Source: an optimization exercise on an open RTL-to-GDS flow (aim: small area). Production flows keep margins and buffers that such runs may drop. At most, simulation tests tie the RTL to the original design; equivalence was not proved. The RTL of runs 1, 5 and 6 was laid out without a check of its function. Power is estimated from default activity; no workload was simulated. No driver is modelled on the clock port, so clocking that relies on it looks cheaper here than on a real chip.

## design/flow/flow/run.sh

```bash
#!/bin/bash
set -euo pipefail
bash standard.sh \
   "BUFFER_PORTS_ARGS=-buffer_cell sky130_fd_sc_hd__buf_1" \
   "CTS_ARGS=-sink_clustering_enable -repair_clock_nets -buf_list sky130_fd_sc_hd__clkbuf_16 -sink_clustering_size 30 -sink_clustering_max_diameter 100 -dont_use_dummy_load" \
   finish > standard.log 2>&1
```

## design/flow/standard.sh

```bash
#!/bin/bash
# synth_recipe.tcl (not shown) runs the flow's synth.tcl, then flattens the netlist and writes it again
# the make line also repeats each setting of config.mk as NAME=value (left out here)
make -C /OpenROAD-flow-scripts/flow DESIGN_CONFIG=/design/flow/config.mk WORK_HOME=/design/flow/orfs CLKGATE_MAP_FILE= SYNTH_SCRIPT=/design/flow/synth_recipe.tcl "${@:-finish}"
```

## design/flow/config.mk

```make
export PLATFORM = sky130hd
export DESIGN_NAME = mips_pipe
export DESIGN_NICKNAME = mips_pipe
export VERILOG_FILES = /design/flow/design.v
export SDC_FILE = /design/flow/constraint.sdc
export NUM_CORES = 4
export LEC_CHECK = 0
export CAP_MARGIN = 20
export CORE_MARGIN = 2
export CORE_UTILIZATION = 60
export SLEW_MARGIN = 20
export SYNTH_HIERARCHICAL = 1
```

## design/flow/constraint.sdc

```tcl
create_clock -name core_clock -period 10.0 [get_ports {clk}]
set_input_delay 2.0000 -clock core_clock [delete_from_list [all_inputs] [get_ports {clk}]]
set_output_delay 2.0000 -clock core_clock [all_outputs]
set_load 0.01 [all_outputs]
```

## design/flow/design.v

```verilog
module sel_aoi3 (
   input  logic [2:0] a,
   input  logic [2:0] b,
   output logic       y_n
);
   assign y_n = ~|(a & b);
endmodule
module nand_n #(parameter int N = 2) (
   input  logic [N-1:0] a,
   output logic         y
);
   assign y = ~&a;
endmodule
module sel31 (
   input  logic [30:0] s,
   input  logic [30:0] d,
   output logic        y
);
   logic [10:0] t_n;
   genvar i;
   generate
      for (i = 0; i < 10; i++) begin : g_t
         sel_aoi3 u (.a(s[3*i+2:3*i]), .b(d[3*i+2:3*i]), .y_n(t_n[i]));
      end
   endgenerate
   nand_n #(2) u_last (.a({s[30], d[30]}), .y(t_n[10]));
   logic [2:0] p;
   nand_n #(4) u_p0 (.a(t_n[3:0]),  .y(p[0]));
   nand_n #(4) u_p1 (.a(t_n[7:4]),  .y(p[1]));
   nand_n #(3) u_p2 (.a(t_n[10:8]), .y(p[2]));
   assign y = |p;
endmodule
module pdec2_n (
   input  logic       en,
   input  logic [1:0] a,
   output logic [3:0] y_n
);
   always_comb
      for (int i = 0; i < 4; i++) y_n[i] = ~(en && (a == i[1:0]));
endmodule
module pdec2r_n (
   input  logic [1:0] a,
   output logic [3:0] y_n
);
   always_comb
      for (int i = 0; i < 4; i++) y_n[i] = ~(a == i[1:0]);
endmodule
module pdec3_n (
   input  logic [2:0] a,
   output logic [7:0] y_n
);
   always_comb
      for (int i = 0; i < 8; i++) y_n[i] = ~(a == i[2:0]);
endmodule
module nor2_g (
   input  logic a,
   input  logic b,
   output logic y
);
   assign y = ~(a | b);
endmodule
module dec_reg (
   input  logic [3:0]  lo_n,
   input  logic [7:0]  hi_n,
   output logic [31:1] y
);
   genvar i;
   generate
      for (i = 1; i < 32; i++) begin : g_i
         nor2_g u (.a(lo_n[i % 4]), .b(hi_n[i / 4]), .y(y[i]));
      end
   endgenerate
endmodule
module mux2x4 (
   input  logic       s,
   input  logic [3:0] a,
   input  logic [3:0] b,
   output logic [3:0] y
);
   assign y = s ? b : a;
endmodule
module xor4 (
   input  logic       s,
   input  logic [3:0] a,
   output logic [3:0] y
);
   assign y = a ^ {4{s}};
endmodule
module entry_aoi (
   input  logic       we,
   input  logic       we_n,
   input  logic [1:0] d,
   input  logic [1:0] r,
   output logic [1:0] y_n
);
   assign y_n = ~(({2{we_n}} | d) & ({2{we}} | r));
endmodule
module inv_g (
   input  logic a,
   output logic y
);
   assign y = ~a;
endmodule
module rd_port (
   input  logic [4:0]   sel,
   input  logic [123:0] taps,
   output logic [3:0]   y
);
   logic [31:1] s;
   logic [3:0]  lo_n;
   logic [7:0]  hi_n;
   pdec2r_n u_lo (.a(sel[1:0]), .y_n(lo_n));
   pdec3_n  u_hi (.a(sel[4:2]), .y_n(hi_n));
   dec_reg  u_dec (.lo_n(lo_n), .hi_n(hi_n), .y(s));
   genvar b, i;
   generate
      for (b = 0; b < 4; b++) begin : g_b
         logic [30:0] d;
         for (i = 0; i < 31; i++) begin : g_i
            assign d[i] = taps[4*i+b];
         end
         sel31 u (.s(s), .d(d), .y(y[b]));
      end
   endgenerate
endmodule
module pc_bit (
   input  logic rst,
   input  logic ld,
   input  logic ld_n,
   input  logic tgt,
   input  logic x,
   output logic y
);
   logic y_n;
   assign y_n = ~((ld_n | tgt) & (ld | x));
   assign y   = ~(y_n | rst);
endmodule
module pc_next (
   input  logic        rst,
   input  logic        ld,
   input  logic        inc,
   input  logic [29:0] pc,
   input  logic [29:0] tgt,
   output logic [29:0] y
);
   logic [30:0] c;
   logic [29:0] x;
   wire         ld_n = ~ld;
   assign c[0] = inc;
   genvar i;
   generate
      for (i = 0; i < 30; i++) begin : g_i
         assign c[i+1] = pc[i] & c[i];
         assign x[i]   = pc[i] ^ c[i];
         pc_bit u (.rst(rst), .ld(ld), .ld_n(ld_n), .tgt(tgt[i]), .x(x[i]), .y(y[i]));
      end
   endgenerate
endmodule
module mips_pipe (
   input  logic        clk,
   input  logic        rst_n,
   output logic [31:0] imem_addr_o,
   input  logic [31:0] imem_data_i,
   output logic        dmem_re_o,
   output logic        dmem_we_o,
   output logic [31:0] dmem_addr_o,
   output logic [31:0] dmem_wdata_o,
   input  logic [31:0] dmem_rdata_i
);
   logic [2:0]  ph;         
   logic [29:0] pc;         
   logic        cy;         
   logic        eqf;        
   logic        wb_en;      
   logic [4:0]  wb_dest;
   logic [31:0] rsr;        
   logic [27:0] dsr;        
   logic [7:0] phs;
   always_comb
      for (int i = 0; i < 8; i++) phs[i] = (ph == i[2:0]);
   wire [31:0] ins = imem_data_i;
   wire [5:0]  op  = ins[31:26];
   wire [5:0]  fn  = ins[5:0];
   wire [4:0]  rs  = ins[25:21];
   wire [4:0]  rt  = ins[20:16];
   wire [4:0]  rd  = ins[15:11];
   wire is_r    = (op == 6'h00);
   wire is_addi = (op == 6'h08);
   wire is_lw   = (op == 6'h23);
   wire is_sw   = (op == 6'h2b);
   wire is_beq  = (op == 6'h04);
   wire f_add   = (fn == 6'h20);
   wire f_sub   = (fn == 6'h22);
   wire f_and   = (fn == 6'h24);
   wire f_or    = (fn == 6'h25);
   wire f_slt   = (fn == 6'h2a);
   wire r_ok    = is_r & (f_add | f_sub | f_and | f_or | f_slt);
   wire do_sub  = is_r & (f_sub | f_slt);
   wire do_and  = is_r & f_and;
   wire do_or   = is_r & f_or;
   wire do_slt  = is_r & f_slt;
   wire use_imm = is_addi | is_lw | is_sw | is_beq;
   logic        sp;
   logic [3:0]  wb_d;
   xor4 u_wx (.s(sp), .a(rsr[3:0]), .y(wb_d));
   logic [31:1] we;
   logic [123:0] taps;
   logic [3:0] wlo_n;
   logic [7:0] whi_n;
   pdec2_n u_wlo (.en(wb_en), .a(wb_dest[1:0]), .y_n(wlo_n));
   pdec3_n u_whi (.a(wb_dest[4:2]), .y_n(whi_n));
   dec_reg u_wdec (.lo_n(wlo_n), .hi_n(whi_n), .y(we));
   genvar k;
   generate
      for (k = 1; k < 32; k++) begin : g_reg
         logic [31:0] r;
         logic [3:0]  t;
         logic        we_n;
         inv_g u_i (.a(we[k]), .y(we_n));
         entry_aoi u_m0 (.we(we[k]), .we_n(we_n), .d(wb_d[1:0]), .r(r[1:0]), .y_n(t[1:0]));
         entry_aoi u_m1 (.we(we[k]), .we_n(we_n), .d(wb_d[3:2]), .r(r[3:2]), .y_n(t[3:2]));
         assign taps[4*k-4 +: 4] = t;
         always_ff @(posedge clk) r <= {t, r[31:4]};
      end
   endgenerate
   logic [3:0] ra_x, bt_x;
   rd_port u_ra (.sel(rs), .taps(taps), .y(ra_x));
   rd_port u_rb (.sel(rt), .taps(taps), .y(bt_x));
   logic [3:0] ra, bt;
   xor4 u_rax (.s(~sp & (rs != 5'd0)), .a(ra_x), .y(ra));
   xor4 u_btx (.s(~sp & (rt != 5'd0)), .a(bt_x), .y(bt));
   logic [3:0] imm_c, pc_c;
   wire [31:0] pc_w = {2'b00, pc};
   always_comb begin
      imm_c = {4{ins[15]}};
      pc_c  = 4'h0;
      for (int i = 0; i < 4; i++)
         if (phs[i]) imm_c = ins[4*i +: 4];
      for (int i = 0; i < 8; i++)
         if (phs[i]) pc_c = pc_w[4*i +: 4];
   end
   wire [3:0] a   = is_beq ? pc_c : ra;
   wire [3:0] b   = use_imm ? imm_c : bt;
   wire [3:0] bx  = b ^ {4{do_sub}};
   logic [4:0] c;
   logic [3:0] s;
   always_comb begin
      c[0] = phs[0] ? (do_sub | is_beq) : cy;
      for (int i = 0; i < 4; i++) begin
         s[i]   = a[i] ^ bx[i] ^ c[i];
         c[i+1] = (a[i] & bx[i]) | (c[i] & (a[i] ^ bx[i]));
      end
   end
   wire [3:0] y   = do_and ? (a & b) :
                    do_or  ? (a | b) :
                    do_slt ? 4'h0    : s;
   wire       lt  = (a[3] ^ b[3]) ? a[3] : s[3];
   wire       eq  = (phs[0] | eqf) & (ra == bt);
   wire       taken = is_beq & eq;
   logic [29:0] pc_n;
   pc_next u_pcn (.rst(!rst_n), .ld(phs[7] & taken), .inc(phs[7]), .pc(pc),
                  .tgt({y[1:0], rsr[31:4]}), .y(pc_n));
   logic [31:0] rsr_n;
   wire         rsr_ld = phs[7] & is_lw;
   genvar q;
   generate
      for (q = 0; q < 8; q++) begin : g_rsr
         logic [3:0] sh;
         if (q == 7) begin : g_top
            assign sh = y;
         end else if (q == 0) begin : g_bot
            assign sh = {rsr[7:5], (phs[7] && do_slt) ? lt : rsr[4]};
         end else begin : g_mid
            assign sh = rsr[4*q+7 : 4*q+4];
         end
         mux2x4 u (.s(rsr_ld), .a(sh), .b(dmem_rdata_i[4*q +: 4]), .y(rsr_n[4*q +: 4]));
      end
   endgenerate
   always_ff @(posedge clk) begin
      cy  <= c[4];
      eqf <= eq;
      dsr <= {bt, dsr[27:4]};
      rsr <= rsr_n;
   end
   always_ff @(posedge clk) begin
      if (!rst_n) begin
         ph    <= 3'd0;
         sp    <= 1'b0;
         wb_en <= 1'b0;
      end else begin
         ph <= ph + 3'd1;
         if (phs[7]) begin
            sp    <= ~sp;
            wb_en <= r_ok | is_addi | is_lw;
         end
      end
   end
   always_ff @(posedge clk) pc <= pc_n;
   always_ff @(posedge clk) begin
      if (phs[7]) wb_dest <= is_r ? rd : rt;
   end
   assign imem_addr_o  = {pc, 2'b00};
   assign dmem_re_o    = phs[7] & is_lw;
   assign dmem_we_o    = phs[7] & is_sw;
   assign dmem_addr_o  = {y, rsr[31:4]};
   assign dmem_wdata_o = {bt, dsr};
endmodule
```

==> qor.yml, run 1 <==
synthesis:
  syn_avg_cell_area_um2: 14.5
  synth.distinct_cells: 63
  yosysWarnings: 10
  ys_seq_elements: 1094
  synthArstFlopShare: 0
  synth_area_mm2: 0.0273
  synth_cells: 1874
  ys_seq_area_frac: 0.806
  synth_top_flop_cell: "dfxtp_1"
  synth_edf_count: 5
clock_tree:
  cts_hold_buf: 0
  htree_levels: 2
  clockRootBuffer: "clkbuf_16"
  clk_latency_ns: 0.60
  cts_buffers: 42
  clock-sinks: 1094
  cts_max_path_buffers: 3
  postCtsSetupRepairBufs: 0
  cts_tree: "yes"
  ctsResizeCount: 0
  clk_pin_slew_ns: 0.10
worst_setup_path:
  cp-start-kind: "input pin"
  cp_slowest_cell: "a222oi_1"
  slowest_delay_ns: 0.44
  crit_chain: "buf_1 -> nand3b_1 -> nor2_1 -> a222oi_1 -> nand4_1 -> or3_1 -> xor2_1 -> mux2i_1 -> xor2_1 -> fa_1 -> inv_1 -> fa_1 -> inv_1 -> fa_1 -> inv_1 -> fa_1 -> o22ai_1 -> buf_1"
  end_kind: "primary output"
  cp_num_buf_inv: 5
  path_class: "in2out"
  arrival_ns: 6.55
  crit_required_ns: 8.00
  crit_family: "adder cells"
  worstPathMaxFanout: 10
  cpMostUsedCell: "fa_1"
cells_and_area:
  areaGrowthSynthToFinish_pct: 8.26
  mostFrequentLayoutCells: "dfxtp_1 (1089), buf_1 (161), o22ai_1 (155)"
  multiInputGateArea_mm2: 0.00490
  final_common_cell: "dfxtp_1"
  final_layout_size_suffix_gt1_frac: 0.0489
  insertedDiodeCount: 0
  fin_cells: 2643
  nFillCells: 3249
  regArea_mm2: 0.0220
  final_nets: 2152
place:
  gp_congestion: 0.859
  place_inst: 2601
  dp_hpwl_um: 39500
  io_buffer_count: 161
sta:
  maxSlewViolCount: 0
  fmax_mhz: 117
  fin_tns_setup_ns: 0
  relSlewSlack: 0.290
  setup_viol: 0
  period_share: 0.855
  hold_slack_ns: 0.310
  finClkSkew_ns: 0.0382
  tightest_slew_ns: 1.06
  rsz0062_at_grt: "false"
  hold_violations: 0
  min_period_ns: 8.55
die:
  dieArea_mm2: 0.0471
  design.core.area_mm2: 0.0451
  die_height_um: 217
  ios: 164
  die_w_um: 217
  num_rows: 78
  initial_core_util: 0.604
run:
  cap_viol_max_count: 0
run_status:
  status: "complete, no violations"
global_route:
  grt_pass1_vias: 13624
  grt_max_degree: 35
  track_usage: 0.240
  gr-total-overflow: 0
  antenna_found_initial: 9
  grt_pass1_wl_um: 83600
drt:
  routed.top_layer: "met5"
  wl_met3_um: 3270
  dr_wl_met2_um: 25700
  met1_length_um: 26600
  drt-total-wl_um: 57100
  viasPerCell: 5.47
  drt_iter0_markers: 1590
  firstDrtPassIters: 9
  drc: 0
  vias: 14465
  post_drt_wl_per_cell_um: 21.6
  ant_nets: 0
power_and_ir_drop:
  power_leakage_nw: 11.4
  peakVddDrop_v: 0.000207
  power.density_mw_per_mm2: 228
worst_hold_path:
  hold_class: "reg2reg"
report_power, final:
group	internal, W	switching [W]	leakage, nW
Sequential	0.00440	0.0000414	8.97
Clock	0.000760	0.00117	0.518
Combinational	0.000121	0.000221	1.93
final timing paths:
path,from,endpoint,slack (ns),depth (start not counted)
setup / recovery,imem_data_i[19],dmem_addr_o[31],1.45,18
hold / removal,g_reg[30].r[26],g_reg[30].r[22],0.31,0
setup reg to reg,ph[2],pc[29],3.41,33
hold reg to reg,g_reg[30].r[26],g_reg[30].r[22],0.31,0
state kept, by name, indices dropped and copies added (netlist names):
signal / cells
wb_dest: 5
ph: 3
rsr: 32
g.r: 992
sp: 1
wb_en: 1
pc: 30
dsr: 28
eqf: 1
cy: 1
modules after synthesis, one instance, submodules excluded, a selection:
module,times used,cell area (um2)
pdec2_n,1,28.8
inv_g,31,3.75
mux2x4,8,45.0
pdec2r_n,2,22.5
entry_aoi,62,12.5
mips_pipe,1,23600
nor2_g,93,3.75
pc_next,1,375
sel_aoi3,80,10.0
pc_bit,30,10.0
xor4,3,35.0
sel31,8,6.26
pdec3_n,3,60.1
kinds of logic (layout without fill, tap and decap cells):
| group | count (synthesis) | after routing | synth area share |
|---|---|---|---|
| AO/OA/AOI/OAI | 300 | 300 | 0.0816 |
| XOR/XNOR | 22 | 22 | 0.00707 |
| adder cells (fa/ha/maj) | 43 | 43 | 0.0207 |
| buffers and inverters | 93 | 261 | 0.0178 |
| flip-flops | 1094 | 1094 | 0.806 |
| multiplexers | 40 | 40 | 0.0165 |
| other | 1 | 2 | 0.000138 |
| AND/OR/NAND/NOR | 281 | 281 | 0.0507 |
metrics by stage:
step	total power [W]	cell area, um2	worst slack [ns]	utilization
finish	0.00672	29500	1.45	0.654
global placement	0.00488	28400	1.50	0.631
global route	0.00696	29500	1.05	0.654
CTS	0.00677	29500	1.39	0.654
detailed placement	0.00488	28400	1.40	0.631
floorplan	0.00476	27300	2.42	-
routing by layer:
metal  vias to the layer above  track usage
met3                       100       0.0397
met1                      7038        0.348
met4                        10       0.0678
met5                         -            0
li1                       6859            -
met2                       458        0.374
synthesized netlist by cell type, types with 10 or more instances:
master | n | share of area
ha_1 | 37 | 0.017
a222oi_1 | 81 | 0.030
buf_4 | 30 | 0.0083
or3b_1 | 10 | 0.0032
nand2_1 | 31 | 0.0043
nor2_1 | 139 | 0.019
or3_1 | 12 | 0.0028
dfxtp_1 | 1089 | 0.80
xor2_1 | 20 | 0.0064
o21ai_0 | 10 | 0.0018
o22ai_1 | 155 | 0.036
nand3_1 | 17 | 0.0031
a21oi_1 | 14 | 0.0026
inv_1 | 50 | 0.0069
nand4_1 | 17 | 0.0039
nand3b_1 | 13 | 0.0036
mux2_2 | 35 | 0.014
cell type report:
type,instances,share of cell area
multi-input combinational,688,0.166
inverter,50,0.00636
clock buffer,42,0.0356
sequential,1094,0.744
tap,600,0.0254
timing repair buffer,169,0.0225
==> inputs of run 2 (changes only) <==
--- a/design/flow/design.v
+++ b/design/flow/design.v
@@ -156,6 +156,46 @@
       end
    endgenerate
 endmodule
+module phase_ctr (
+   input  logic       rst,
+   input  logic [2:0] ph,
+   output logic [2:0] ph_n,
+   output logic [7:0] phs
+);
+   assign ph_n[0] = ~(rst | ph[0]);
+   assign ph_n[1] = ~(rst | ~(ph[1] ^ ph[0]));
+   assign ph_n[2] = ~(rst | ~(ph[2] ^ (ph[1] & ph[0])));
+   always_comb
+      for (int i = 0; i < 8; i++) phs[i] = (ph == i[2:0]);
+endmodule
+module opa_sel (
+   input  logic        beq,
+   input  logic [7:0]  phs,
+   input  logic [29:0] pc,
+   input  logic [3:0]  ra,
+   output logic [3:0]  a
+);
+   wire [31:0] pw = {2'b00, pc};
+   always_comb begin
+      a = beq ? 4'h0 : ra;
+      for (int i = 0; i < 8; i++)
+         if (beq && phs[i]) a = a | pw[4*i +: 4];
+   end
+endmodule
+module opb_sel (
+   input  logic        imm,
+   input  logic [7:0]  phs,
+   input  logic [15:0] ins,
+   input  logic [3:0]  bt,
+   output logic [3:0]  b
+);
+   always_comb begin
+      b = imm ? 4'h0 : bt;
+      for (int i = 0; i < 4; i++)
+         if (imm && phs[i]) b = b | ins[4*i +: 4];
+      if (imm && (phs[4] | phs[5] | phs[6] | phs[7])) b = b | {4{ins[15]}};
+   end
+endmodule
 module mips_pipe (
    input  logic        clk,
    input  logic        rst_n,
@@ -176,8 +216,8 @@
    logic [31:0] rsr;        
    logic [27:0] dsr;        
    logic [7:0] phs;
-   always_comb
-      for (int i = 0; i < 8; i++) phs[i] = (ph == i[2:0]);
+   logic [2:0] ph_n;
+   phase_ctr u_ph (.rst(!rst_n), .ph(ph), .ph_n(ph_n), .phs(phs));
    wire [31:0] ins = imem_data_i;
    wire [5:0]  op  = ins[31:26];
    wire [5:0]  fn  = ins[5:0];
@@ -229,18 +269,9 @@
    logic [3:0] ra, bt;
    xor4 u_rax (.s(~sp & (rs != 5'd0)), .a(ra_x), .y(ra));
    xor4 u_btx (.s(~sp & (rt != 5'd0)), .a(bt_x), .y(bt));
-   logic [3:0] imm_c, pc_c;
-   wire [31:0] pc_w = {2'b00, pc};
-   always_comb begin
-      imm_c = {4{ins[15]}};
-      pc_c  = 4'h0;
-      for (int i = 0; i < 4; i++)
-         if (phs[i]) imm_c = ins[4*i +: 4];
-      for (int i = 0; i < 8; i++)
-         if (phs[i]) pc_c = pc_w[4*i +: 4];
-   end
-   wire [3:0] a   = is_beq ? pc_c : ra;
-   wire [3:0] b   = use_imm ? imm_c : bt;
+   logic [3:0] a, b;
+   opa_sel u_opa (.beq(is_beq), .phs(phs), .pc(pc), .ra(ra), .a(a));
+   opb_sel u_opb (.imm(use_imm), .phs(phs), .ins(ins[15:0]), .bt(bt), .b(b));
    wire [3:0] bx  = b ^ {4{do_sub}};
    logic [4:0] c;
    logic [3:0] s;
@@ -284,11 +315,9 @@
    end
    always_ff @(posedge clk) begin
       if (!rst_n) begin
-         ph    <= 3'd0;
          sp    <= 1'b0;
          wb_en <= 1'b0;
       end else begin
-         ph <= ph + 3'd1;
          if (phs[7]) begin
             sp    <= ~sp;
             wb_en <= r_ok | is_addi | is_lw;
@@ -296,6 +325,7 @@
       end
    end
    always_ff @(posedge clk) pc <= pc_n;
+   always_ff @(posedge clk) ph <= ph_n;
    always_ff @(posedge clk) begin
       if (phs[7]) wb_dest <= is_r ? rd : rt;
    end
--- a/design/flow/config.mk
+++ b/design/flow/config.mk
@@ -7,6 +7,6 @@
 export LEC_CHECK = 0
 export CAP_MARGIN = 20
 export CORE_MARGIN = 2
-export CORE_UTILIZATION = 60
+export CORE_UTILIZATION = 75
 export SLEW_MARGIN = 20
 export SYNTH_HIERARCHICAL = 1
==> run 2 against run 1 <==
Effect of this change: still clean on timing, DRC and antenna; critical path type is now reg2out; sequential power barely moved; largest power group unchanged; fmax down 3.6%; global-route usage is 11 points higher; count of clock-buffer cells in the layout stayed put; area after synthesis fell by 0.96%; register-to-register slack worse by 0.74 ns.
==> qor.yml, run 2 <==
run_status:
  status: "complete, no violations"
cells_and_area:
  regMostFlops: "g.r"
  areaGrowthSynthToFinish_pct: 7.97
  regArea_mm2: 0.0220
  nFillCells: 1700
  reg_top3: "g.r: 992 flops, rsr: 32 flops, pc: 30 flops"
  final_nets: 2105
  largest_reg_flops: 992
  mostFrequentLayoutCells: "dfxtp_1 (1089), buf_1 (161), o22ai_1 (154)"
  multiInputGateArea_mm2: 0.00470
  insertedDiodeCount: 0
  final_common_cell: "dfxtp_1"
  final_layout_size_suffix_gt1_frac: 0.0521
drt:
  ant_nets: 0
  drt_iter0_markers: 2357
  drt-total-wl_um: 66800
  drc: 0
  firstDrtPassIters: 13
  viasPerCell: 6.24
  post_drt_wl_per_cell_um: 27.2
  vias: 15329
sta:
  rsz0062_at_grt: "false"
  fmax_mhz: 113
  finClkSkew_ns: 0.0392
  min_period_ns: 8.87
  fin_tns_setup_ns: 0
  relSlewSlack: 0.192
  finalWorstSetupSlack_ns: 1.13
  tightest_slew_ns: 1.21
  hold_violations: 0
  hold_slack_ns: 0.287
  setup_viol: 0
  period_share: 0.887
  maxSlewViolCount: 0
power_and_ir_drop:
  p_comb_frac: 0.050
  clkPwrFrac: 0.293
  power_w: 0.00676
  power_leakage_nw: 11.3
  power.density_mw_per_mm2: 232
  switching_share: 0.219
  seqPwrFrac: 0.657
  peakVddDrop_v: 0.000291
  switchingPower_w: 0.00148
  power.internal_w: 0.00528
synthesis:
  synth.area.top_cells: "dfxtp_1 (81%), o22ai_1 (3.6%), a222oi_1 (3.0%)"
  synthArstFlopShare: 0
  yosysWarnings: 13
  ys_seq_elements: 1094
  ys_seq_area_frac: 0.813
  synth_top_area_cell: "dfxtp_1"
  synth.top_cells.by_count: "dfxtp_1 (1089), o22ai_1 (154), nor2_1 (142)"
  yosysTopAreaCellShare: 0.808
  synth_cells: 1815
  synth.most_common_cell: "dfxtp_1"
  synth_area_mm2: 0.0270
  synth_edf_count: 5
  synth_top_flop_cell: "dfxtp_1"
  syn_avg_cell_area_um2: 14.9
  synth.distinct_cells: 50
die:
  ios: 164
  die_w_um: 194
  design.core.area_mm2: 0.0355
  die_height_um: 194
  initial_core_util: 0.761
  dieArea_mm2: 0.0375
  num_rows: 69
clock_tree:
  htree_levels: 2
  cts_tree: "yes"
  cts_max_path_buffers: 3
  clk_latency_ns: 0.63
  cts_hold_buf: 0
  ctsResizeCount: 0
  postCtsSetupRepairBufs: 0
  cts_buffers: 42
  clock-sinks: 1094
  clk_pin_slew_ns: 0.10
  clockRootBuffer: "clkbuf_16"
worst_setup_path:
  r2r_end: "pc[29]"
  startpoint: "sp"
  rrSetupSlack_ns: 2.67
  r2r_cells: 34
  path_class: "reg2out"
  r2r_start: "ph[0]"
  crit_required_ns: 8.00
  crit_end: "dmem_addr_o[31]"
  worstPathMaxFanout: 12
  end_kind: "primary output"
  arrival_ns: 6.87
  cp-start-kind: "flip-flop"
global_route:
  gr-total-overflow: 0
  grt_pass1_vias: 15410
  track_usage: 0.351
  grt_max_degree: 35
  antenna_found_initial: 5
  grt_pass1_wl_um: 96900
place:
  io_buffer_count: 161
  dp_hpwl_um: 43300
  gp_congestion: 0.953
  pre_cts_ws_ns: 1.27
run:
  cap_viol_max_count: 0
worst_hold_path:
  hold_class: "reg2reg"
==> run 2: stage by stage <==
| step | utilization | std cells | instance area (um2) |
|---|---|---|---|
| final | 0.821 | 2457 | 29100 |
| after global routing | 0.821 | 2457 | 29100 |
| after CTS | 0.821 | 2457 | 29100 |
| after detailed placement | 0.792 | 2415 | 28100 |
| after global placement | 0.792 | 2415 | 28100 |
| after floorplan | - | 1816 | 27000 |
==> run 2: worst max-delay path, stage by stage (launching register included) <==
cell      delay [ns]
dfxtp_1         1.04
xor2_4          0.61
buf_4           0.34
o22ai_1         0.23
a222oi_1        0.50
nand4_1         0.19
or3_1           0.44
xor2_1          0.20
nor2_1          0.13
a31oi_1         0.05
or2_1           0.27
xnor2_1         0.15
fa_1            0.38
inv_1           0.08
fa_1            0.16
inv_1           0.05
fa_1            0.36
inv_1           0.08
fa_1            0.43
inv_1           0.07
a22oi_1         0.07
a21oi_1         0.24
buf_1           0.19
==> run 2: final cells by class <==
cell class,instances,share of cell area
timing repair buffer,171,0.0233
sequential,1094,0.753
tap,461,0.0198
clock buffer,42,0.0361
inverter,47,0.00605
multi-input combinational,642,0.161
==> run 2: Yosys stat by module (local to each module, per instance), a selection <==
| module | copies in the design | flops+latches | cells inside |
|---|---|---|---|
| entry_aoi | 62 | 0 | 2 |
| mux2x4 | 8 | 0 | 4 |
| nor2_g | 93 | 0 | 1 |
| opa_sel | 1 | 0 | 23 |
| opb_sel | 1 | 0 | 24 |
| pc_bit | 30 | 0 | 2 |
| pc_next | 1 | 0 | 31 |
| pdec2r_n | 2 | 0 | 4 |
| pdec3_n | 3 | 0 | 8 |
| sel31 | 8 | 0 | 1 |
| sel_aoi3 | 80 | 0 | 1 |
| xor4 | 3 | 0 | 4 |
==> run 2: routing by layer <==
layer / wire (um) / track usage / share of wire / up-vias
met1: 24700 / 0.439 / 0.37 / 7331
li1: - / - / - / 6676
met3: 6480 / 0.0772 / 0.097 / 274
met5: 25 / 0 / 0.00037 / -
met2: 31700 / 0.584 / 0.48 / 1044
met4: 3850 / 0.171 / 0.058 / 4
==> run 2: kinds of logic after synthesis <==
family / count (synthesis) / share of synthesized area
AOI/OAI and AO/OA: 278 / 0.0785
xor gates and xnor gates: 23 / 0.00746
adders and majority gates: 44 / 0.0212
buffers and inverters: 80 / 0.0154
DFF: 1094 / 0.813
muxes: 40 / 0.0166
other: 1 / 0.000139
and+or+nand+nor: 255 / 0.0473
==> run 2: worst min path at each step <==
| stage | start | endpoint | slack (ns) | depth (start not counted) |
|---|---|---|---|---|
| finish | g_reg[24].r[23] | g_reg[24].r[19] | 0.29 | 0 |
| global route | g_reg[27].r[9] | g_reg[27].r[5] | 0.29 | 0 |
| CTS | g_reg[27].r[9] | g_reg[27].r[5] | 0.29 | 0 |
| detailed placement | g_reg[10].r[18] | g_reg[10].r[14] | 0.31 | 0 |
| global placement | g_reg[15].r[22] | g_reg[15].r[18] | 0.31 | 0 |
| floorplan | g_reg[10].r[4] | g_reg[10].r[0] | 0.31 | 0 |
==> run 2: power groups by stage <==
stage / combinational [W] / sequential (W) / clock [W]
4_1_cts: 0.000328 / 0.00444 / 0.00198
2_1_floorplan: 0.000219 / 0.00452 / 0
5_1_grt: 0.000355 / 0.00445 / 0.00211
6_report: 0.000336 / 0.00445 / 0.00198
3_5_place_dp: 0.000321 / 0.00454 / 0
3_3_place_gp: 0.000315 / 0.00454 / 0
==> inputs of run 3 (changes only) <==
--- a/design/flow/config.mk
+++ b/design/flow/config.mk
@@ -7,6 +7,6 @@
 export LEC_CHECK = 0
 export CAP_MARGIN = 20
 export CORE_MARGIN = 2
-export CORE_UTILIZATION = 75
+export CORE_UTILIZATION = 60
 export SLEW_MARGIN = 20
 export SYNTH_HIERARCHICAL = 1
==> run 3 against run 2 <==
Effect of this change: area after synthesis is the same; utilization down 16 points; highest routed layer unchanged; wire length is 13% lower.
==> qor.yml, run 3 <==
clock_tree:
  clk_latency_ns: 0.59
  clockRootBuffer: "clkbuf_16"
  postCtsSetupRepairBufs: 0
  cts_buffers: 42
  cts_tree: "yes"
  cts_hold_buf: 0
  htree_levels: 2
  ctsResizeCount: 0
  clk_pin_slew_ns: 0.11
  clock-sinks: 1094
  cts_max_path_buffers: 3
synthesis:
  synth.most_common_cell: "dfxtp_1"
  syn_avg_cell_area_um2: 14.9
  yosysWarnings: 13
  synth.distinct_cells: 50
  ys_seq_elements: 1094
  synth_area_mm2: 0.0270
  yosysTopAreaCellShare: 0.808
  synth.area.top_cells: "dfxtp_1 (81%), o22ai_1 (3.6%), a222oi_1 (3.0%)"
  ys_seq_area_frac: 0.813
  synth_cells: 1815
  synth.top_cells.by_count: "dfxtp_1 (1089), o22ai_1 (154), nor2_1 (142)"
  synth_top_area_cell: "dfxtp_1"
  synthArstFlopShare: 0
  synth_top_flop_cell: "dfxtp_1"
  synth_edf_count: 5
place:
  post_dp_cell_area_mm2: 0.0282
  dp_hpwl_um: 39600
  place_inst: 2545
  io_buffer_count: 161
  gp_congestion: 0.889
worst_hold_path:
  min_path_cells: 0
  hold_class: "reg2reg"
  min_to: "g_reg[23].r[23]"
  min_from: "g_reg[23].r[27]"
die:
  die_w_um: 216
  design.core.area_mm2: 0.0443
  ios: 164
  dieArea_mm2: 0.0467
  die_height_um: 216
  initial_core_util: 0.609
  num_rows: 77
sta:
  period_share: 0.889
  relSlewSlack: 0.342
  maxSlewViolCount: 0
  setup_viol: 0
  rsz0062_at_grt: "false"
  fin_tns_setup_ns: 0
  min_period_ns: 8.89
  finClkSkew_ns: 0.0384
  hold_violations: 0
  fmax_mhz: 112
  tightest_slew_ns: 0.985
worst_setup_path:
  cp-start-kind: "input pin"
  rrSetupSlack_ns: 3.07
  worstPathMaxFanout: 8
  end_kind: "primary output"
  r2r_cells: 34
  r2r_start: "ph[0]"
  path_class: "in2out"
  crit_required_ns: 8.00
  r2r_end: "pc[29]"
  arrival_ns: 6.89
cells_and_area:
  regMostFlops: "g.r"
  areaGrowthSynthToFinish_pct: 8.58
  nFillCells: 3145
  fin_cells: 2589
  final_area_mm2: 0.0293
  final_nets: 2104
  largest_reg_flops: 992
  final_common_cell: "dfxtp_1"
  mostFrequentLayoutCells: "dfxtp_1 (1089), buf_1 (161), o22ai_1 (154)"
  final_layout_size_suffix_gt1_frac: 0.0511
  reg_top3: "g.r: 992 flops, rsr: 32 flops, pc: 30 flops"
drt:
  post_drt_wl_per_cell_um: 22.4
  viasPerCell: 5.49
  drt_iter0_markers: 1662
  vias: 14217
  ant_nets: 0
  drt-total-wl_um: 58000
  firstDrtPassIters: 12
  drc: 0
global_route:
  grt_pass1_wl_um: 84500
  gr-total-overflow: 0
  track_usage: 0.246
  grt_pass1_vias: 13512
  antenna_found_initial: 6
  grt_max_degree: 35
power_and_ir_drop:
  power.density_mw_per_mm2: 229
  peakVddDrop_v: 0.000207
  power_leakage_nw: 11.3
run_status:
  status: "complete, no violations"
run:
  cap_viol_max_count: 0
run 3: cell counts after synthesis:
Identical to the previous run, type by type.
run 3: metal layers:
layer / vias to the layer above / global-route usage / part of all wire
met3: 102 / 0.0389 / 0.058
met1: 6921 / 0.348 / 0.45
met4: 4 / 0.0820 / 0.030
met5: - / 0 / 0.00059
li1: 6688 / - / -
met2: 502 / 0.390 / 0.46
run 3: through the flow:
step	worst slack, ns	power, W	util	hold slack, ns
floorplan	2.28	0.00474	-	0.310
global placement	1.30	0.00486	0.637	0.309
detailed placement	1.17	0.00487	0.637	0.312
CTS	1.15	0.00676	0.661	0.299
global route	0.843	0.00694	0.661	0.304
finish	1.11	0.00672	0.661	0.304
run 3: how the worst max path moves through the flow:
stage                    startpoint               to  slack, ns  cells after the start
finish              imem_data_i[17]  dmem_addr_o[31]       1.11                     22
global route        imem_data_i[17]  dmem_addr_o[31]       0.84                     22
CTS                 imem_data_i[17]  dmem_addr_o[31]       1.15                     22
detailed placement  imem_data_i[17]  dmem_addr_o[31]       1.17                     22
global placement    imem_data_i[17]  dmem_addr_o[31]       1.30                     22
floorplan           imem_data_i[16]  dmem_addr_o[31]       2.28                     20
run 3: per-module statistics from Yosys, one instance, submodules excluded, excerpt:
module	cell area, um2	copies in the design
xor4	35.0	3
pdec2_n	28.8	1
pc_next	375	1
inv_g	3.75	31
mips_pipe	22800	1
opa_sel	194	1
pdec3_n	60.1	3
pc_bit	10.0	30
mux2x4	45.0	8
phase_ctr	138	1
entry_aoi	12.5	62
sel31	6.26	8
sel_aoi3	10.0	80
nor2_g	3.75	93
pdec2r_n	22.5	2
opb_sel	150	1
run 3: cells by family (layout without fill, tap and decap cells):
group | Yosys count | in the layout | share of synthesized area
compound gates | 278 | 278 | 0.0785
xor+xnor | 23 | 23 | 0.00746
fa+ha+maj | 44 | 44 | 0.0212
buf+inv | 80 | 259 | 0.0154
flops | 1094 | 1094 | 0.813
mux | 40 | 40 | 0.0166
other cells | 1 | 4 | 0.000139
simple gates | 255 | 255 | 0.0473
run 3: final cells by class:
type | instances | area [um2] | share of cell area
flip-flops and latches | 1094 | 22000 | 0.749
diodes | 2 | 5.00 | 0.000171
repair buffers | 170 | 672 | 0.0229
well taps | 592 | 741 | 0.0253
clock buffers | 42 | 1050 | 0.0359
inverters | 47 | 176 | 0.00602
multi-input cells | 642 | 4710 | 0.161
run 3: report_power, final:
group          internal, W  switching (W)  total, W
logic             0.000121       0.000208  0.000329
clock network     0.000761        0.00119   0.00195
registers          0.00440      0.0000421   0.00444
run 3: worst max-delay path, stage by stage:
cell and delay [ns]:
buf_1 0.28, nand2b_1 0.46, nor2_1 0.16, a222oi_1 0.44, nand4_1 0.20, or3_1 0.42, xor2_1 0.36, nor2_1 0.08
a31oi_1 0.19, or2_1 0.17, xnor2_1 0.11, fa_1 0.39, inv_1 0.07, fa_1 0.15, inv_1 0.05, fa_1 0.35
inv_1 0.07, fa_1 0.43, inv_1 0.07, a22oi_1 0.07, a21oi_1 0.18, buf_1 0.18
==> inputs of run 4 (changes only) <==
--- a/design/flow/config.mk
+++ b/design/flow/config.mk
@@ -5,8 +5,8 @@
 export SDC_FILE = /design/flow/constraint.sdc
 export NUM_CORES = 4
 export LEC_CHECK = 0
-export CAP_MARGIN = 20
+export CAP_MARGIN = 0
 export CORE_MARGIN = 2
 export CORE_UTILIZATION = 60
-export SLEW_MARGIN = 20
+export SLEW_MARGIN = 0
 export SYNTH_HIERARCHICAL = 1
==> run 4 against run 3 <==
Effect of this change: critical path depth unchanged; via count down 0.18%; non-clock buffer count unchanged; count of clock-buffer cells in the layout unchanged; sequential power about the same; total power about the same; clock power barely moved; utilization is the same; hold slack is the same; first-iteration DRC count down 0.66%; die area unchanged.
==> qor.yml, run 4 <==
run_status:
  status: "complete, no violations"
worst_setup_path:
  path_class: "in2out"
  r2r_start: "ph[0]"
  slowest_delay_ns: 0.46
  r2r_cells: 34
  arrival_ns: 6.89
  cp_num_buf_inv: 6
  cp_slowest_cell: "nand2b_1"
  r2r_end: "pc[29]"
  end_kind: "primary output"
  worstPathMaxFanout: 8
  crit_required_ns: 8.00
  crit_chain: "buf_1 -> nand2b_1 -> nor2_1 -> a222oi_1 -> nand4_1 -> or3_1 -> xor2_1 -> nor2_1 -> a31oi_1 -> or2_1 -> xnor2_1 -> fa_1 -> inv_1 -> fa_1 -> inv_1 -> fa_1 -> inv_1 -> fa_1 -> inv_1 -> a22oi_1 -> a21oi_1 -> buf_1"
  rrSetupSlack_ns: 3.04
  crit_family: "simple AND/OR/NAND/NOR gates"
  cp-start-kind: "input pin"
synthesis:
  synth-xor-area-share: 0.00746
  ys_seq_elements: 1094
  syn_avg_cell_area_um2: 14.9
  synth_compound_area_frac: 0.0785
  muxShareOfSynthArea: 0.0166
  synthArstFlopShare: 0
  ys_seq_area_frac: 0.813
  synth.area.top_cells: "dfxtp_1 (81%), o22ai_1 (3.6%), a222oi_1 (3.0%)"
  yosys.area_share.simple: 0.0473
  synth_top_family_by_area: "compound AO/OA/AOI/OAI gates"
  synth_top_flop_cell: "dfxtp_1"
  synth.most_common_cell: "dfxtp_1"
  synth-adder-area-share: 0.0212
  synth.top_cells.by_count: "dfxtp_1 (1089), o22ai_1 (154), nor2_1 (142)"
  synth_top_area_cell: "dfxtp_1"
  yosysWarnings: 13
  yosysTopAreaCellShare: 0.808
  synth_cells: 1815
  synth.distinct_cells: 50
  synth_area_mm2: 0.0270
  synth_edf_count: 5
clock_tree:
  htree_levels: 2
  cts_buffers: 42
  clk_pin_slew_ns: 0.11
  clk_latency_ns: 0.59
  cts_max_path_buffers: 3
  cts_tree: "yes"
  clockRootBuffer: "clkbuf_16"
  clock-sinks: 1094
  ctsResizeCount: 0
  postCtsSetupRepairBufs: 0
  cts_hold_buf: 0
cells_and_area:
  areaGrowthSynthToFinish_pct: 8.58
  largest_reg_flops: 992
  final_nets: 2104
  regMostFlops: "g.r"
  final_common_cell: "dfxtp_1"
  mostFrequentLayoutCells: "dfxtp_1 (1089), buf_1 (161), o22ai_1 (154)"
  fin_util: 0.661
  reg_top3: "g.r: 992 flops, rsr: 32 flops, pc: 30 flops"
  final_layout_size_suffix_gt1_frac: 0.0511
drt:
  vias: 14192
  ant_nets: 0
  post_drt_wl_per_cell_um: 22.4
  drt_iter0_markers: 1651
  firstDrtPassIters: 8
  drc: 0
  drt-total-wl_um: 58000
  viasPerCell: 5.48
global_route:
  track_usage: 0.246
  grt_pass1_vias: 13512
  antenna_found_initial: 6
  grt_max_degree: 35
  grt_pass1_wl_um: 84500
  gr-total-overflow: 0
sta:
  finClkSkew_ns: 0.0381
  maxSlewViolCount: 0
  setup_viol: 0
  relSlewSlack: 0.275
  fmax_mhz: 113
  hold_violations: 0
  min_period_ns: 8.89
  rsz0062_at_grt: "false"
  tightest_slew_ns: 1.09
  period_share: 0.889
  fin_tns_setup_ns: 0
worst_hold_path:
  min_path_cells: 0
  min_from: "g_reg[23].r[27]"
  min_to: "g_reg[23].r[23]"
  hold_class: "reg2reg"
place:
  dp_hpwl_um: 39600
  gp_congestion: 0.889
  io_buffer_count: 161
die:
  die_height_um: 216
  initial_core_util: 0.609
  num_rows: 77
  die_w_um: 216
  design.core.area_mm2: 0.0443
  ios: 164
  dieArea_mm2: 0.0467
power_and_ir_drop:
  peakVddDrop_v: 0.000207
  power_leakage_nw: 11.3
  power.density_mw_per_mm2: 229
run:
  cap_viol_max_count: 0
-- run 4: per-layer routing --
layer	share of wire	wire length, um	track usage	vias up
met5	0.00059	34	0	-
met4	0.030	1730	0.0820	4
met3	0.060	3480	0.0389	97
met2	0.46	26500	0.390	519
met1	0.45	26300	0.348	6884
li1	-	-	-	6688
-- run 4: area by class of cell --
class                           instances  area, um2
Clock buffer                           42       1050
Tap cell                              592        741
Antenna cell                            2       5.00
Inverter                               47        176
Multi-Input combinational cell        642       4710
Fill cell                            3145      15000
Sequential cell                      1094      22000
Timing Repair Buffer                  170        672
-- run 4: kinds of logic (layout without fill, tap and decap cells) --
logic type	count (synthesis)	count (layout)
flops	1094	1094
buf+inv	80	259
fa+ha+maj	44	44
xor+xnor	23	23
compound gates	278	278
other cells	1	4
mux	40	40
simple gates	255	255
-- run 4: metrics by stage --
| step | area, um2 | total power, W | setup WS, ns | cells | hold WS (ns) |
|---|---|---|---|---|---|
| 3_3_place_gp | 28200 | 0.00486 | 1.30 | 2545 | 0.309 |
| 4_1_cts | 29300 | 0.00676 | 1.15 | 2587 | 0.299 |
| 6_report | 29300 | 0.00672 | 1.11 | 2589 | 0.304 |
| 3_5_place_dp | 28200 | 0.00487 | 1.17 | 2545 | 0.312 |
| 2_1_floorplan | 27000 | 0.00474 | 2.28 | 1816 | 0.310 |
| 5_1_grt | 29300 | 0.00694 | 0.843 | 2587 | 0.304 |
-- run 4: worst register-to-register path, delay by kind of cell, from the launching register on --
family                   cells  cell delay (ns)
AO/OA/AOI/OAI                1             0.13
XOR/XNOR                     1             0.16
adder cells (fa/ha/maj)     31             6.12
flip-flops                   1             0.35
AND/OR/NAND/NOR              1             0.06
-- run 4: power breakdown --
| group | internal [W] | total (W) | switching, W |
|---|---|---|---|
| clock | 0.000761 | 0.00195 | 0.00119 |
| sequential | 0.00440 | 0.00444 | 0.0000422 |
| combinational | 0.000121 | 0.000329 | 0.000208 |
| total | 0.00528 | 0.00672 | 0.00144 |
-- run 4: how the worst max path moves through the flow --
stage	depth (start not counted)	start	slack [ns]	endpoint
final	22	imem_data_i[17]	1.11	dmem_addr_o[31]
after global routing	22	imem_data_i[17]	0.84	dmem_addr_o[31]
after CTS	22	imem_data_i[17]	1.15	dmem_addr_o[31]
after detailed placement	22	imem_data_i[17]	1.17	dmem_addr_o[31]
after global placement	22	imem_data_i[17]	1.30	dmem_addr_o[31]
after floorplan	20	imem_data_i[16]	2.28	dmem_addr_o[31]
-- run 4: per-module statistics from Yosys (local to each module, per instance), excerpt --
| module | cells inside | area [um2] | times used | flip-flops and latches |
|---|---|---|---|---|
| entry_aoi | 2 | 12.5 | 62 | 0 |
| inv_g | 1 | 3.75 | 31 | 0 |
| mips_pipe | 1211 | 22800 | 1 | 1094 |
| mux2x4 | 4 | 45.0 | 8 | 0 |
| pc_bit | 2 | 10.0 | 30 | 0 |
| pc_next | 31 | 375 | 1 | 0 |
| sel31 | 1 | 6.26 | 8 | 0 |
==> inputs of run 5 (changes only) <==
--- a/design/flow/design.v
+++ b/design/flow/design.v
@@ -156,17 +156,52 @@
       end
    endgenerate
 endmodule
+module and3_g (
+   input  logic a,
+   input  logic b,
+   input  logic c,
+   output logic y
+);
+   assign y = a & b & c;
+endmodule
+module nand2_g (
+   input  logic a,
+   input  logic b,
+   output logic y
+);
+   assign y = ~(a & b);
+endmodule
+module xor2_g (
+   input  logic a,
+   input  logic b,
+   output logic y
+);
+   assign y = a ^ b;
+endmodule
 module phase_ctr (
    input  logic       rst,
    input  logic [2:0] ph,
    output logic [2:0] ph_n,
    output logic [7:0] phs
 );
-   assign ph_n[0] = ~(rst | ph[0]);
-   assign ph_n[1] = ~(rst | ~(ph[1] ^ ph[0]));
-   assign ph_n[2] = ~(rst | ~(ph[2] ^ (ph[1] & ph[0])));
-   always_comb
-      for (int i = 0; i < 8; i++) phs[i] = (ph == i[2:0]);
+   logic [2:0] phb;
+   logic       x1, t01, x2;
+   inv_g   u_i0 (.a(ph[0]), .y(phb[0]));
+   inv_g   u_i1 (.a(ph[1]), .y(phb[1]));
+   inv_g   u_i2 (.a(ph[2]), .y(phb[2]));
+   nor2_g  u_n0 (.a(rst), .b(ph[0]), .y(ph_n[0]));
+   xor2_g  u_x1 (.a(ph[1]), .b(phb[0]), .y(x1));
+   nor2_g  u_n1 (.a(rst), .b(x1), .y(ph_n[1]));
+   nand2_g u_c1 (.a(ph[1]), .b(ph[0]), .y(t01));
+   xor2_g  u_x2 (.a(ph[2]), .b(t01), .y(x2));
+   nor2_g  u_n2 (.a(rst), .b(x2), .y(ph_n[2]));
+   genvar i;
+   generate
+      for (i = 0; i < 8; i++) begin : g_d
+         and3_g u (.a(i[0] ? ph[0] : phb[0]), .b(i[1] ? ph[1] : phb[1]),
+                   .c(i[2] ? ph[2] : phb[2]), .y(phs[i]));
+      end
+   endgenerate
 endmodule
 module opa_sel (
    input  logic        beq,
==> design/flow/flow/run.sh (replaced) <==
#!/bin/bash
set -euo pipefail
bash standard.sh \
   "BUFFER_PORTS_ARGS=-buffer_cell sky130_fd_sc_hd__buf_1" \
   "CTS_ARGS=-sink_clustering_enable -repair_clock_nets -buf_list sky130_fd_sc_hd__clkbuf_16 -root_buf sky130_fd_sc_hd__clkbuf_4 -sink_clustering_size 31 -sink_clustering_max_diameter 90 -dont_use_dummy_load" \
   finish > standard.log 2>&1
--- a/design/flow/config.mk
+++ b/design/flow/config.mk
@@ -5,8 +5,8 @@
 export SDC_FILE = /design/flow/constraint.sdc
 export NUM_CORES = 4
 export LEC_CHECK = 0
-export CAP_MARGIN = 0
+export CAP_MARGIN = 20
 export CORE_MARGIN = 2
 export CORE_UTILIZATION = 60
-export SLEW_MARGIN = 0
+export SLEW_MARGIN = 20
 export SYNTH_HIERARCHICAL = 1
==> run 5 against run 4 <==
Effect of this change: non-clock buffer count shrank 2; global-route usage is 0.80 points lower; setup slack gained 0.10 ns; utilization decreased by 0.27 points; combinational power is 1% higher; register-to-register slack better by 0.27 ns; fmax rose by 1.2%; via count decreased by 0.86%; cell count increased by 0.19%; critical path type is now reg2out; largest power group unchanged.
==> qor.yml, run 5 <==
power_and_ir_drop:
  peakVddDrop_v: 0.000188
  power_w: 0.00662
  power.density_mw_per_mm2: 227
  power_leakage_nw: 11.3
place:
  gp_congestion: 0.886
  dp_hpwl_um: 39100
  pre_cts_ws_ns: 1.28
  io_buffer_count: 161
  post_dp_cell_area_mm2: 0.0282
drt:
  post_drt_wl_per_cell_um: 21.6
  vias: 14070
  ant_nets: 0
  drc: 0
  firstDrtPassIters: 11
  drt_iter0_markers: 1661
  drt-total-wl_um: 56000
  met1_length_um: 25900
  dr_wl_met2_um: 25000
  wl_met3_um: 3250
  viasPerCell: 5.42
  routed.top_layer: "met5"
clock_tree:
  clock-sinks: 1094
  htree_levels: 2
  postCtsSetupRepairBufs: 0
  clockRootBuffer: "clkbuf_4"
  cts_tree: "yes"
  cts_buffers: 42
  cts_hold_buf: 0
  cts_max_path_buffers: 3
  clk_latency_ns: 0.90
  clk_pin_slew_ns: 0.10
  ctsResizeCount: 0
sta:
  fin_tns_setup_ns: 0
  relSlewSlack: 0.303
  min_period_ns: 8.78
  finalWorstSetupSlack_ns: 1.22
  maxSlewViolCount: 0
  tightest_slew_ns: 1.04
  setup_viol: 0
  hold_violations: 0
  finClkSkew_ns: 0.0678
  fmax_mhz: 114
  period_share: 0.878
  rsz0062_at_grt: "false"
worst_setup_path:
  cp_num_buf_inv: 4
  crit_cells: 21
  slowest_delay_ns: 0.65
  crit_chain: "nand3_1 -> nor2_1 -> o22ai_1 -> a222oi_1 -> nand4_1 -> or3_1 -> xor2_1 -> nor2_1 -> a31oi_1 -> or2_1 -> xnor2_1 -> fa_1 -> inv_1 -> fa_1 -> inv_1 -> fa_1 -> inv_1 -> fa_1 -> nor2b_1 -> o32a_1 -> buf_1"
  crit_required_ns: 8.00
  worstPathMaxFanout: 8
  path_class: "reg2out"
  arrival_ns: 6.78
  cp_slowest_cell: "nand3_1"
  end_kind: "primary output"
  crit_family: "simple AND/OR/NAND/NOR gates"
  cp-start-kind: "flip-flop"
  cpMostUsedCell: "fa_1"
  r2r_cells: 33
cells_and_area:
  final_area_mm2: 0.0292
  areaGrowthSynthToFinish_pct: 8.21
  regMostFlops: "g.r"
  final_common_cell: "dfxtp_1"
  final_nets: 2102
  reg_top3: "g.r: 992 flops, rsr: 32 flops, pc: 30 flops"
  largest_reg_flops: 992
  mostFrequentLayoutCells: "dfxtp_1 (1089), buf_1 (161), o22ai_1 (155)"
  fin_util: 0.658
  final_layout_size_suffix_gt1_frac: 0.0500
global_route:
  grt_pass1_vias: 13592
  gr-total-overflow: 0
  grt_pass1_wl_um: 82400
  antenna_found_initial: 7
  grt_max_degree: 35
  track_usage: 0.238
synthesis:
  synth_edf_count: 5
  synth.area.top_cells: "dfxtp_1 (81%), o22ai_1 (3.6%), a222oi_1 (3.0%)"
  synth.top_cells.by_count: "dfxtp_1 (1089), o22ai_1 (155), nor2_1 (145)"
  yosysWarnings: 12
  ys_seq_area_frac: 0.814
  synth_top_flop_cell: "dfxtp_1"
  yosysTopAreaCellShare: 0.808
  synth_area_mm2: 0.0270
  synth.most_common_cell: "dfxtp_1"
  syn_avg_cell_area_um2: 14.8
  synthArstFlopShare: 0
  synth.distinct_cells: 51
  synth_cells: 1822
  synth_top_area_cell: "dfxtp_1"
  ys_seq_elements: 1094
die:
  ios: 164
  initial_core_util: 0.609
  die_w_um: 216
  design.core.area_mm2: 0.0443
  die_height_um: 216
  dieArea_mm2: 0.0467
  num_rows: 77
worst_hold_path:
  min_path_cells: 0
  hold_class: "reg2reg"
run:
  cap_viol_max_count: 0
run_status:
  status: "complete, no violations"
[run 5: changes by cell type after synthesis, sizes merged, moves of 3 or more]
cell	delta
and3	+8
a21oi	+6
ha	-6
nor2b	-4
a22o	-3
and2	-3
maj3	-3
nand2	+3
[run 5: per-stage QoR]
step | instances | hold WS (ns)
2_1_floorplan | 1823 | 0.310
3_3_place_gp | 2548 | 0.309
3_5_place_dp | 2548 | 0.312
4_1_cts | 2590 | 0.296
5_1_grt | 2594 | 0.296
6_report | 2594 | 0.299
[run 5: report_power, final]
part	internal, W	switching (W)	total [W]	leakage, nW
clock	0.000677	0.00117	0.00185	0.479
sequential	0.00440	0.0000387	0.00444	8.97
combinational	0.000119	0.000214	0.000333	1.84
[run 5: kinds of logic after synthesis]
group | share of synthesized area
buffers and inverters | 0.0158
AO/OA/AOI/OAI | 0.0807
AND/OR/NAND/NOR | 0.0481
multiplexers | 0.0161
flip-flops | 0.814
other | 0.000139
adder cells (fa/ha/maj) | 0.0174
XOR/XNOR | 0.00779
[run 5: area by class of cell]
| class | count | area [um2] |
|---|---|---|
| multi-input cells | 648 | 4680 |
| inverters | 47 | 176 |
| diodes | 3 | 7.51 |
| clock buffers | 42 | 963 |
| repair buffers | 168 | 664 |
| well taps | 592 | 741 |
| flip-flops and latches | 1094 | 22000 |
| fillers | 3306 | 15100 |
[run 5: modules after synthesis, one instance, submodules excluded, a selection]
module | cells inside | area (um2) | times used | flops+latches
opb_sel | 24 | 150 | 1 | 0
xor2_g | 1 | 8.76 | 2 | 0
opa_sel | 23 | 194 | 1 | 0
sel31 | 1 | 6.26 | 8 | 0
pdec3_n | 8 | 60.1 | 3 | 0
entry_aoi | 2 | 12.5 | 62 | 0
and3_g | 1 | 6.26 | 8 | 0
nor2_g | 1 | 3.75 | 96 | 0
pdec2r_n | 4 | 22.5 | 2 | 0
mux2x4 | 4 | 45.0 | 8 | 0
pc_bit | 2 | 10.0 | 30 | 0
nand2_g | 1 | 3.75 | 1 | 0
sel_aoi3 | 1 | 10.0 | 80 | 0
inv_g | 1 | 3.75 | 34 | 0
xor4 | 4 | 35.0 | 3 | 0
[run 5: path summary, 6_finish.rpt]
check | startpoint | end | slack [ns]
worst min register to register | g_reg[12].r[24] | g_reg[12].r[20] | 0.30
worst max-delay path | wb_en | dmem_addr_o[31] | 1.22
worst min-delay path | g_reg[12].r[24] | g_reg[12].r[20] | 0.30
worst max register to register | ph[0] | pc[29] | 3.31
[run 5: routing by layer]
metal / vias to the layer above / track usage
met5: - / 0
met4: 4 / 0.0858
met3: 127 / 0.0347
met2: 472 / 0.370
met1: 6754 / 0.342
li1: 6713 / -
==> inputs of run 6 (changes only) <==
--- a/design/flow/design.v
+++ b/design/flow/design.v
@@ -49,8 +49,17 @@
    input  logic [2:0] a,
    output logic [7:0] y_n
 );
-   always_comb
-      for (int i = 0; i < 8; i++) y_n[i] = ~(a == i[2:0]);
+   logic [2:0] ab;
+   inv_g u_i0 (.a(a[0]), .y(ab[0]));
+   inv_g u_i1 (.a(a[1]), .y(ab[1]));
+   inv_g u_i2 (.a(a[2]), .y(ab[2]));
+   genvar i;
+   generate
+      for (i = 0; i < 8; i++) begin : g_i
+         nand_n #(3) u (.a({i[2] ? a[2] : ab[2], i[1] ? a[1] : ab[1], i[0] ? a[0] : ab[0]}),
+                        .y(y_n[i]));
+      end
+   endgenerate
 endmodule
 module nor2_g (
    input  logic a,
==> run 6 against run 5 <==
Effect of this change: still clean on timing, DRC and antenna; utilization fell by 0.12 points; flip-flop and latch count did not move; critical path depth did not move; largest power group unchanged.
==> qor.yml, run 6 <==
sta:
  finClkSkew_ns: 0.102
  rsz0062_at_grt: "false"
  period_share: 0.912
  finalWorstSetupSlack_ns: 0.883
  fmax_mhz: 110
  relSlewSlack: 0.275
  hold_slack_ns: 0.248
  tightest_slew_ns: 1.09
  fin_tns_setup_ns: 0
  setup_viol: 0
  min_period_ns: 9.12
  maxSlewViolCount: 0
  hold_violations: 0
die:
  die_w_um: 216
  initial_core_util: 0.608
  die_height_um: 216
  ios: 164
  dieArea_mm2: 0.0466
  num_rows: 77
  design.core.area_mm2: 0.0443
clock_tree:
  clk_pin_slew_ns: 0.12
  cts_hold_buf: 0
  clk_latency_ns: 0.92
  postCtsSetupRepairBufs: 0
  cts_tree: "yes"
  cts_buffers: 41
  htree_levels: 2
  clock-sinks: 1094
  cts_max_path_buffers: 3
  clockRootBuffer: "clkbuf_4"
  ctsResizeCount: 0
worst_hold_path:
  min_from: "g_reg[8].r[5]"
  min_path_cells: 0
  hold_class: "reg2reg"
cells_and_area:
  final_common_cell: "dfxtp_1"
  largest_reg_flops: 992
  fin_cells: 2603
  nFillCells: 3246
  regArea_mm2: 0.0220
  final_layout_size_suffix_gt1_frac: 0.0503
  regMostFlops: "g.r"
  reg_top3: "g.r: 992 flops, rsr: 32 flops, pc: 30 flops"
  multiInputGateArea_mm2: 0.00461
  final_nets: 2112
  areaGrowthSynthToFinish_pct: 8.12
  mostFrequentLayoutCells: "dfxtp_1 (1089), buf_1 (161), o22ai_1 (155)"
synthesis:
  ys_seq_area_frac: 0.815
  synth_area_mm2: 0.0269
  synth.most_common_cell: "dfxtp_1"
  syn_avg_cell_area_um2: 14.7
  synthArstFlopShare: 0
  ys_seq_elements: 1094
  yosysWarnings: 11
  synth.distinct_cells: 51
  synth.area.top_cells: "dfxtp_1 (81%), o22ai_1 (3.6%), a222oi_1 (3.0%)"
  synth_top_area_cell: "dfxtp_1"
  synth_top_flop_cell: "dfxtp_1"
  synth_cells: 1831
  synth_edf_count: 5
  synth.top_cells.by_count: "dfxtp_1 (1089), o22ai_1 (155), nor2_1 (145)"
  yosysTopAreaCellShare: 0.809
worst_setup_path:
  slowest_delay_ns: 0.85
  arrival_ns: 7.12
  cpMostUsedCell: "fa_1"
  r2r_start: "ph[2]"
  cp-start-kind: "flip-flop"
  startpoint: "wb_dest[0]"
  crit_chain: "nand3b_1 -> nor2_1 -> o22ai_1 -> a222oi_1 -> nand4_1 -> or3_1 -> xor2_1 -> nor2_1 -> a31oi_1 -> or2_1 -> xnor2_1 -> fa_1 -> inv_1 -> fa_1 -> inv_1 -> fa_1 -> inv_1 -> fa_1 -> nor2b_1 -> o32a_1 -> buf_1"
  end_kind: "primary output"
  cp_slowest_cell: "nand3b_1"
  worstPathMaxFanout: 8
  crit_required_ns: 8.00
  r2r_cells: 33
  path_class: "reg2out"
power_and_ir_drop:
  peakVddDrop_v: 0.000195
  power.density_mw_per_mm2: 227
  power_leakage_nw: 11.3
drt:
  drt-total-wl_um: 56600
  ant_nets: 0
  drc: 0
  post_drt_wl_per_cell_um: 21.7
  drt_iter0_markers: 1935
  firstDrtPassIters: 9
  vias: 14210
  viasPerCell: 5.46
place:
  pre_cts_ws_ns: 1.12
  dp_hpwl_um: 39800
  place_inst: 2560
  gp_congestion: 0.872
  io_buffer_count: 161
global_route:
  antenna_found_initial: 4
  grt_pass1_vias: 13399
  grt_max_degree: 35
  grt_pass1_wl_um: 82700
  track_usage: 0.239
  gr-total-overflow: 0
run:
  cap_viol_max_count: 0
run_status:
  status: "complete, no violations"
==> run 6: cell count changes in the layout (fill, tap and decap cells not counted), sizes merged <==
| cell | delta |
|---|---|
| diode | -1 |
| inv | +10 |
| clkbuf | -1 |
| buf | +2 |
| nand3 | +21 |
| nand3b | -9 |
| clkinv | -1 |
| or3b | -9 |
| or3 | -3 |
==> run 6: modules after synthesis (local to each module, per instance), a selection <==
module / cell area (um2) / cells / times used / flip-flops and latches
sel31: 6.26 / 1 / 8 / 0
and3_g: 6.26 / 1 / 8 / 0
nor2_g: 3.75 / 1 / 96 / 0
xor4: 35.0 / 4 / 3 / 0
pdec2_n: 28.8 / 4 / 1 / 0
mips_pipe: 22900 / 1219 / 1 / 1094
inv_g: 3.75 / 1 / 43 / 0
sel_aoi3: 10.0 / 1 / 80 / 0
mux2x4: 45.0 / 4 / 8 / 0
==> run 6: cell families after synthesis <==
family,after synthesis,synth area share
compound gates,288,0.0808
other cells,1,0.000139
mux,37,0.0162
simple gates,262,0.0459
flops,1094,0.815
xor+xnor,24,0.00780
buf+inv,90,0.0171
fa+ha+maj,35,0.0174
==> run 6: area by class of cell <==
type	instances	share of cell area
Multi-Input combinational cell	648	0.158
Inverter	56	0.00722
Clock buffer	41	0.0322
Timing Repair Buffer	170	0.0231
Tap cell	592	0.0254
Sequential cell	1094	0.754
Antenna cell	2	0.000172
==> run 6: stage by stage <==
step	power (W)	instance area, um2	util
global route	0.00682	29100	0.657
detailed placement	0.00488	28200	0.636
CTS	0.00665	29100	0.657
global placement	0.00487	28200	0.636
floorplan	0.00474	26900	-
finish	0.00661	29100	0.657
==> run 6: final timing paths <==
kind / endpoint / slack, ns
worst max-delay path: dmem_addr_o[31] / 0.88
worst min-delay path: g_reg[8].r[1] / 0.25
worst max register to register: pc[29] / 3.20
worst min register to register: g_reg[8].r[1] / 0.25
==> run 6: critical path: cells and delay by family, from the launching register on <==
family	cells	cell delay, ns
flip-flops	1	0.46
buffers and inverters	4	0.39
adder cells (fa/ha/maj)	4	1.35
AO/OA/AOI/OAI	4	1.10
XOR/XNOR	2	0.54
AND/OR/NAND/NOR	7	2.39
==> run 6: metal layers <==
layer / part of all wire / wire (um) / track usage
met5: 0.00018 / 10 / 0
met4: 0.025 / 1420 / 0.0728
met3: 0.070 / 3990 / 0.0492
met2: 0.43 / 24100 / 0.358
met1: 0.48 / 27100 / 0.353
==> run 6: where the power goes <==
| part | total (W) | internal (W) | switching, W |
|---|---|---|---|
| Sequential | 0.00444 | 0.00440 | 0.0000418 |
| Combinational | 0.000335 | 0.000117 | 0.000218 |
| Clock | 0.00183 | 0.000660 | 0.00117 |

static timing again, ports no longer ideal:
In the flow no input, the clock included, has a driving cell. The finished layouts below were timed again as built, in two steps. Step 1 sets driving cells, clkbuf_16 on the clock port and buf_2 on the other inputs (assumed; they add their load-dependent delay and slew). Step 2 moves the port delays by t, midway between the first and last clock arrival at a register: inputs arrive t later, outputs are due t later. That takes back most of the time a late clock gives input paths. Slacks: no drivers / after step 1 / after step 2; pairs: no drivers / after step 1.
run	t, ns	slack for setup (ns)	latest minus earliest clock arrival (ns)
run 1	0.648	1.445 / 1.375 / 1.375	0.043 / 0.042
run 2	0.667	1.126 / 1.068 / 1.124	0.044 / 0.045
run 3	0.637	1.110 / 1.087 / 1.087	0.047 / 0.046
run 4	0.639	1.112 / 1.090 / 1.090	0.048 / 0.047
run 5	0.924	1.216 / 1.159 / 1.241	0.068 / 0.069
run 6	0.928	0.883 / 0.828 / 0.991	0.102 / 0.101
After both steps every run listed still meets setup and hold. For run 1, which loses most, drivers alone change the setup slack by -0.070 ns; drivers and shift together by -0.070 ns.
